What follows belongs to an exercise in optimizing a design on an open flow for small area, a short achievable clock period and few clock cycles per item; a production flow would make more cautious choices.
RTL that was checked went through simulation tests only; none was proved equivalent to the original.

Setup of build 74:
Design adc_calibrate_deadzone_detect, start of the top module:
module adc_calibrate_deadzone_detect #(
  parameter int SAMPLE_BITS = adcd_pkg::SAMPLE_BITS
) (
  input  logic                           clk_i,
  input  logic                           rst_ni,
  input  logic                           cfg_we_i,
  input  logic [adcd_pkg::CFG_IDX_W-1:0] cfg_idx_i,
  input  logic [SAMPLE_BITS-1:0]         cfg_data_i,
  input  logic                           in_valid_i,
  output logic                           in_stall_o,
  input  logic [SAMPLE_BITS-1:0]         sample_ch0_i,
  input  logic [SAMPLE_BITS-1:0]         sample_ch1_i,
  input  logic [SAMPLE_BITS-1:0]         sample_ch2_i,
  input  logic [SAMPLE_BITS-1:0]         sample_ch3_i,
  output logic                           out_valid_o,
  input  logic                           out_stall_i,
  output logic [SAMPLE_BITS-1:0]         scaled_ch0_o,
  output logic [SAMPLE_BITS-1:0]         scaled_ch1_o,
  output logic [SAMPLE_BITS-1:0]         scaled_ch2_o,
  output logic [SAMPLE_BITS-1:0]         scaled_ch3_o,
  output logic                           active_o,
  output logic                           neutral_event_o
);
export LEC_CHECK = 0
export CAP_MARGIN = 20
export CORE_MARGIN = 2
export CORE_UTILIZATION = 50
export SETUP_SLACK_MARGIN = 3.6
export SLEW_MARGIN = 20
export TNS_END_PERCENT = 5
create_clock -name core_clock -period 6.0 [get_ports {clk_i}]
run.sh (not shown) runs the stock make flow with config.mk's settings and CLKGATE_MAP_FILE= SYNTH_SCRIPT=/design/flow/synth_recipe.tcl, a recipe that flattens the netlist after the stock synthesis.
Build 74 was carried through to the last stage, and its layout satisfied the timing, design-rule and antenna checks.
Changes in build 40 relative to build 74:
Settings: TNS_END_PERCENT changed from 5 to 10; SETUP_SLACK_MARGIN changed from 3.6 to 3.3.
Findings:
- Build 40 -> build 74: global-route usage flat
- Build 74 → build 40: non-clock buffer count fell by 1.6%; global-route met2 utilization went down 0.24 points; max-slew headroom at the worst pin held.
- Final instance area: build 40 vs build 74, no meaningful difference
- [build 40 vs build 74] worst hold slack: lower in build 40
- Hold violation total from the final report: build 40 vs build 74 identical
- Compared build 40 against build 74; multi-input combinational cell count within noise.
No functional check of the RTL was part of any run of this note.

* * *

Another version of the RTL of adc_calibrate_deadzone_detect (not shown whole).
Size: about 6900 cells after synthesis, ~69000 sq um of cells after synthesis.
==> flow/config.mk <==
export PLATFORM = sky130hd
export DESIGN_NAME = adc_calibrate_deadzone_detect
export DESIGN_NICKNAME = adc_calibrate_deadzone_detect
export VERILOG_FILES = /design/flow/design.v
export SDC_FILE = /design/flow/constraint.sdc
export NUM_CORES = 4
export LEC_CHECK = 0
export CAP_MARGIN = 5
export CORE_MARGIN = 2
export CORE_UTILIZATION = 50
export CTS_BUF_LIST = sky130_fd_sc_hd__clkbuf_8
export SETUP_SLACK_MARGIN = 3.3
export SLEW_MARGIN = 5
export TNS_END_PERCENT = 10
==> flow/constraint.sdc <==
create_clock -name core_clock -period 6.0 [get_ports {clk_i}]
set_input_delay 1.2000 -clock core_clock [delete_from_list [all_inputs] [get_ports {clk_i}]]
set_output_delay 1.2000 -clock core_clock [all_outputs]
set_load 0.01 [all_outputs]
standard.sh (not shown) runs the stock make flow with config.mk's settings and CLKGATE_MAP_FILE= SYNTH_SCRIPT=/design/flow/synth_recipe.tcl, a recipe that flattens the netlist after the stock synthesis.
==> flow/flow/run.sh <==
#!/bin/bash
# The standard layout (the standard.sh, every step unchanged), except that
# buffer_ports uses buf_2 for the port buffers instead of the resizer's default
# pick (a delay cell). The make run's full output goes to flow.log here; ORFS
# keeps each step's own log under orfs/logs.
set -euo pipefail
export BUFFER_PORTS_ARGS="-buffer_cell sky130_fd_sc_hd__buf_2"
bash standard.sh > flow.log 2>&1
The first run went through all stages and came out clean.
Testbench counts at the start, summed over its fixed seeds: cycles 5,120, items 4,096.
Rerun with:
Settings changed: CTS_BUF_LIST sky130_fd_sc_hd__clkbuf_8 to sky130_fd_sc_hd__clkbuf_4, CTS_CLUSTER_SIZE set to 20, SETUP_SLACK_MARGIN 3.3 to 3.0, TNS_END_PERCENT 10 to 5.
The changed run went through all stages and came out clean.
Worst hold slack is worse by 0.13 ns.
Via count went down by 2.4%.
Core utilization went down by 3.4 points.
Global-route usage went down by 0.73 points.
Final area went down by 5.7%.
Worst setup slack is worse by 0.35 ns.
Clock-buffer cell count went up by 227.
Rerun with:
Settings changed: CTS_BUF_LIST sky130_fd_sc_hd__clkbuf_4 to sky130_fd_sc_hd__clkbuf_8, CTS_CLUSTER_SIZE 20 to not set.
Effect: Synthesized cell count stays the same; clock skew came out lower by 0.064 ns; sequential share of layout area came out lower by 0.52 points.

* * *

Starting RTL as in the previous note.
clock: 6.0 ns
lec_check: 0
cap_margin: 5
core_margin: 2
core_utilization: 50
cts_buf_list: sky130_fd_sc_hd__clkbuf_8
setup_slack_margin: 2.8
slew_margin: 5
tns_end_percent: 5
Scripts as last shown in full above: flow/flow/run.sh
Testbench counts at the start, summed over its fixed seeds: cycles 5,120, items 4,096.
Next try:
--- a/flow/config.mk
+++ b/flow/config.mk
@@ -12 +12 @@
-export SETUP_SLACK_MARGIN = 2.8
+export SETUP_SLACK_MARGIN = 3.2
- The new run completed without violations
- design area went up by about 3.4%
- critical path depth climbs by 8
- die area does not change
- hold slack hardly moves
- wire length grows by about 3.5%
- clock-buffer cell count is unchanged
- setup slack is better by 0.23 ns
- synthesized cell count is unchanged
Next try:
--- a/flow/config.mk
+++ b/flow/config.mk
@@ -10 +10 @@
-export CORE_UTILIZATION = 50
+export CORE_UTILIZATION = 58
@@ -12 +12,2 @@
-export SETUP_SLACK_MARGIN = 3.2
+export PLACE_DENSITY = 0.68
+export SETUP_SLACK_MARGIN = 3.3
@@ -14 +15 @@
-export TNS_END_PERCENT = 5
+export TNS_END_PERCENT = 10
Result: Clock skew decreases by 0.0071 ns. Final cell count fell by 1.8%. Design area goes up by 1.5%. First-iteration DRC count rises by 21%. Die area decreases by 14%. Via count rises by 3.0%. Hold slack gains 0.10 ns. Non-clock buffer count rises by 98. Fmax shrinks by 1.4%. Synthesized cell count is unchanged.
Next try:
--- a/flow/config.mk
+++ b/flow/config.mk
@@ -10 +10 @@
-export CORE_UTILIZATION = 58
+export CORE_UTILIZATION = 50
@@ -12,2 +12 @@
-export PLACE_DENSITY = 0.68
-export SETUP_SLACK_MARGIN = 3.3
+export SETUP_SLACK_MARGIN = 3.2
@@ -15 +14 @@
-export TNS_END_PERCENT = 10
+export TNS_END_PERCENT = 1
Cell count goes up by 1.1%.
Utilization goes down by 11 points.
Wire length goes down by 1.7%.
Global-route usage goes down by 5.0 points.
Cell area goes down by 2.6%.
Worst setup slack gains 0.0079 ns.
Count of clock-buffer cells in the layout goes down by 7.
Next try:
--- a/flow/config.mk
+++ b/flow/config.mk
@@ -12 +12 @@
-export SETUP_SLACK_MARGIN = 3.2
+export SETUP_SLACK_MARGIN = 3.3
@@ -14 +14 @@
-export TNS_END_PERCENT = 1
+export TNS_END_PERCENT = 30
Final area grows by about 8%.
Setup slack is better by 0.017 ns.
Area after synthesis is unchanged.
Non-clock buffer count grows by 349.
Sequential cell count is unchanged.
Global-route usage grows by 1.3 points.
Synthesized cell count does not change.

* * *

Another version of the RTL of adc_calibrate_deadzone_detect (not shown whole).
For scale: about 6,800 cells after synthesis, ~910 flip-flops, ~120 I/O pins.
## adc_calibrate_deadzone_detect
module adc_calibrate_deadzone_detect #(
  parameter int SAMPLE_BITS = adcd_pkg::SAMPLE_BITS
) (
  input  logic                           clk_i,
  input  logic                           rst_ni,
  input  logic                           cfg_we_i,
  input  logic [adcd_pkg::CFG_IDX_W-1:0] cfg_idx_i,
  input  logic [SAMPLE_BITS-1:0]         cfg_data_i,
  input  logic                           in_valid_i,
  output logic                           in_stall_o,
  input  logic [SAMPLE_BITS-1:0]         sample_ch0_i,
  input  logic [SAMPLE_BITS-1:0]         sample_ch1_i,
  input  logic [SAMPLE_BITS-1:0]         sample_ch2_i,
  input  logic [SAMPLE_BITS-1:0]         sample_ch3_i,
  output logic                           out_valid_o,
  input  logic                           out_stall_i,
  output logic [SAMPLE_BITS-1:0]         scaled_ch0_o,
  output logic [SAMPLE_BITS-1:0]         scaled_ch1_o,
  output logic [SAMPLE_BITS-1:0]         scaled_ch2_o,
  output logic [SAMPLE_BITS-1:0]         scaled_ch3_o,
  output logic                           active_o,
  output logic                           neutral_event_o
);
  localparam int CH = adcd_pkg::CHANNELS;
  localparam int NS = adcd_pkg::PIPE_STAGES;
  logic [CH-1:0][SAMPLE_BITS-1:0] min_q;
  ...
export LEC_CHECK = 0
export CAP_MARGIN = 20
export CORE_MARGIN = 2
export CORE_UTILIZATION = 50
export SETUP_SLACK_MARGIN = 3.3
export SLEW_MARGIN = 20
export TNS_END_PERCENT = 10
create_clock -name core_clock -period 6.0 [get_ports {clk_i}]
Scripts as last shown in full above: flow/flow/run.sh
Testbench counts at the start, summed over its fixed seeds: cycles 5,120, items 4,096.
Edit:
==> flow/run.sh (new file) <==
#!/bin/bash
# synth_recipe.tcl (not shown) runs the flow's synth.tcl, then flattens the netlist and writes it again
# the make line also repeats each setting of config.mk as NAME=value (left out here)
make -C /OpenROAD-flow-scripts/flow DESIGN_CONFIG=/design/flow/config.mk WORK_HOME=/design/flow/orfs CLKGATE_MAP_FILE= SYNTH_SCRIPT=/design/flow/synth_recipe.tcl finish
Settings changed: CORE_UTILIZATION 50 to 60, PLACE_DENSITY from default to 0.72.
removed: flow/flow/run.sh
removed: flow/standard.sh
Result: The new run completed without violations; first-iteration DRC count rises by 27%; worst setup slack is better by 0.053 ns; utilization rises by 12 points; maximum frequency rises by about 1.7%; count of clock-buffer cells in the layout falls by 5; global-route usage rises by 5.1 points; area after synthesis is unchanged; register-to-register slack is better by 0.05 ns.

* * *

Setup of main:
adc_calibrate_deadzone_detect again, from the RTL that the note above started with.
// adc_calibrate_deadzone_detect
module adc_calibrate_deadzone_detect #(
  parameter int SAMPLE_BITS = adcd_pkg::SAMPLE_BITS
) (
  input  logic                           clk_i,
  input  logic                           rst_ni,
  input  logic                           cfg_we_i,
  input  logic [adcd_pkg::CFG_IDX_W-1:0] cfg_idx_i,
  input  logic [SAMPLE_BITS-1:0]         cfg_data_i,
  input  logic                           in_valid_i,
  output logic                           in_stall_o,
  input  logic [SAMPLE_BITS-1:0]         sample_ch0_i,
  input  logic [SAMPLE_BITS-1:0]         sample_ch1_i,
  input  logic [SAMPLE_BITS-1:0]         sample_ch2_i,
  input  logic [SAMPLE_BITS-1:0]         sample_ch3_i,
  output logic                           out_valid_o,
  input  logic                           out_stall_i,
  output logic [SAMPLE_BITS-1:0]         scaled_ch0_o,
  output logic [SAMPLE_BITS-1:0]         scaled_ch1_o,
  output logic [SAMPLE_BITS-1:0]         scaled_ch2_o,
  output logic [SAMPLE_BITS-1:0]         scaled_ch3_o,
  output logic                           active_o,
  output logic                           neutral_event_o
);
make LEC_CHECK=0 CAP_MARGIN=20 CORE_MARGIN=2 CORE_UTILIZATION=50 SETUP_SLACK_MARGIN=3.3 SLEW_MARGIN=20 TNS_END_PERCENT=10 finish   # period 6.0 ns
run.sh (not shown) runs the stock make flow with config.mk's settings and CLKGATE_MAP_FILE= SYNTH_SCRIPT=/design/flow/synth_recipe.tcl, a recipe that flattens the netlist after the stock synthesis.
Stock flow here: none of the scripts above is used.
main ran to completion and came out clean on the timing, design-rule and antenna checks.
Testbench counts of main, summed over its fixed seeds: cycles 5,120, items 4,096.
Inputs modified between main and the feature branch:
Settings: a change of SLEW_MARGIN from 20 to 5; a change of CAP_MARGIN from 20 to 5; an added CTS_BUF_LIST of sky130_fd_sc_hd__clkbuf_8.
[summary]
- Taking main over the feature branch, the count of plain and timing-repair buffers ratio works out to 1.05.
- The feature branch vs main: count of clock-buffer cells in the layout up in the feature branch
- Changes observed in the feature branch relative to main: worst setup margin has decreased; sequential share of layout area now sits higher; core utilization decreased by 0.72 points relative to the old numbers.

* * *

RTL: one of the versions met above, not the one the previous note started from.
Size: about 8000 cells after synthesis, roughly 1200 flip-flops, roughly 120 I/O pins, about 82000 um2 of cells after synthesis.
export LEC_CHECK = 0
export CAP_MARGIN = 20
export CORE_MARGIN = 2
export CORE_UTILIZATION = 50
export SLEW_MARGIN = 20
create_clock -name core_clock -period 6.0 [get_ports {clk_i}]
Rerun with:
SETUP_SLACK_MARGIN = 3.3   (was unset)
Result: Clock-buffer cell count came out higher by 7. Worst setup slack gains 0.88 ns. Via count came out higher by a little under a tenth. Cell count came out higher by a little under a tenth. First-iteration DRC count came out lower slightly.
No run of this note included a check of the RTL's function; only the layout flow was run.

## static timing again, ports no longer ideal
The flow's constraints put no driver on any port. The routed layouts listed below were extracted and timed again, unchanged, in two steps. Step 1, drivers: a clkbuf_16 drives clk_i and a buf_2 each remaining input, both assumed. Step 2, shift: input delay + t, output delay - t, t = (earliest + latest rising clock arrival at the registers) / 2. This alone moves slack from input paths to output paths. Slacks: no drivers / after step 1 / after step 2; pairs: no drivers / after step 1.
run | shift t [ns] | setup WS [ns] | worst hold slack (ns) | worst slew at a driven data input, ns | cell pins on the clock port's net
build 74 | 0.857 | 2.804 / 2.774 / 2.354 | 0.405 / 0.374 / 0.405 | 0.21 | 1
build 40 | 0.857 | 2.794 / 2.777 / 2.328 | 0.401 / 0.373 / 0.401 | 0.21 | 1
the first run of note 2 | 0.976 | 2.887 / 2.845 / 2.233 | 0.282 / 0.232 / 0.390 | 0.21 | 1
the second run of note 2 | 1.312 | 2.539 / 2.462 / 1.974 | 0.154 / 0.099 / 0.377 | 0.22 | 1
the third run of note 2 | 0.993 | 2.899 / 2.827 / 2.068 | 0.262 / 0.211 / 0.390 | 0.21 | 1
the first run of note 3 | 0.986 | 2.663 / 2.589 / 1.969 | 0.277 / 0.227 / 0.395 | 0.20 | 1
the second run of note 3 | 0.983 | 2.893 / 2.827 / 2.100 | 0.280 / 0.230 / 0.391 | 0.20 | 1
the third run of note 3 | 0.983 | 2.849 / 2.849 / 2.002 | 0.381 / 0.331 / 0.397 | 0.20 | 1
the fourth run of note 3 | 0.989 | 2.857 / 2.816 / 2.071 | 0.275 / 0.226 / 0.392 | 0.20 | 1
the fifth run of note 3 | 0.988 | 2.874 / 2.799 / 2.242 | 0.268 / 0.217 / 0.392 | 0.21 | 1
the first run of note 4 | 0.824 | 2.861 / 2.861 / 2.206 | 0.390 / 0.390 / 0.390 | 0.25 | 1
the second run of note 4 | 0.794 | 2.914 / 2.914 / 2.175 | 0.411 / 0.411 / 0.411 | 0.21 | 1
main | 0.820 | 2.976 / 2.923 / 2.226 | 0.387 / 0.326 / 0.409 | 0.21 | 1
the feature branch | 0.974 | 2.963 / 2.956 / 2.045 | 0.202 / 0.151 / 0.380 | 0.26 | 1
the first run of note 6 | 0.851 | 1.993 / 1.993 / 1.993 | 0.406 / 0.393 / 0.406 | 0.18 | 1
the second run of note 6 | 0.866 | 2.871 / 2.871 / 2.811 | 0.407 / 0.356 / 0.407 | 0.17 | 1
After both steps setup and hold are still met in every run listed. The setup slack of the feature branch, which loses most, moves by -0.007 ns with the drivers and by -0.918 ns with both steps.
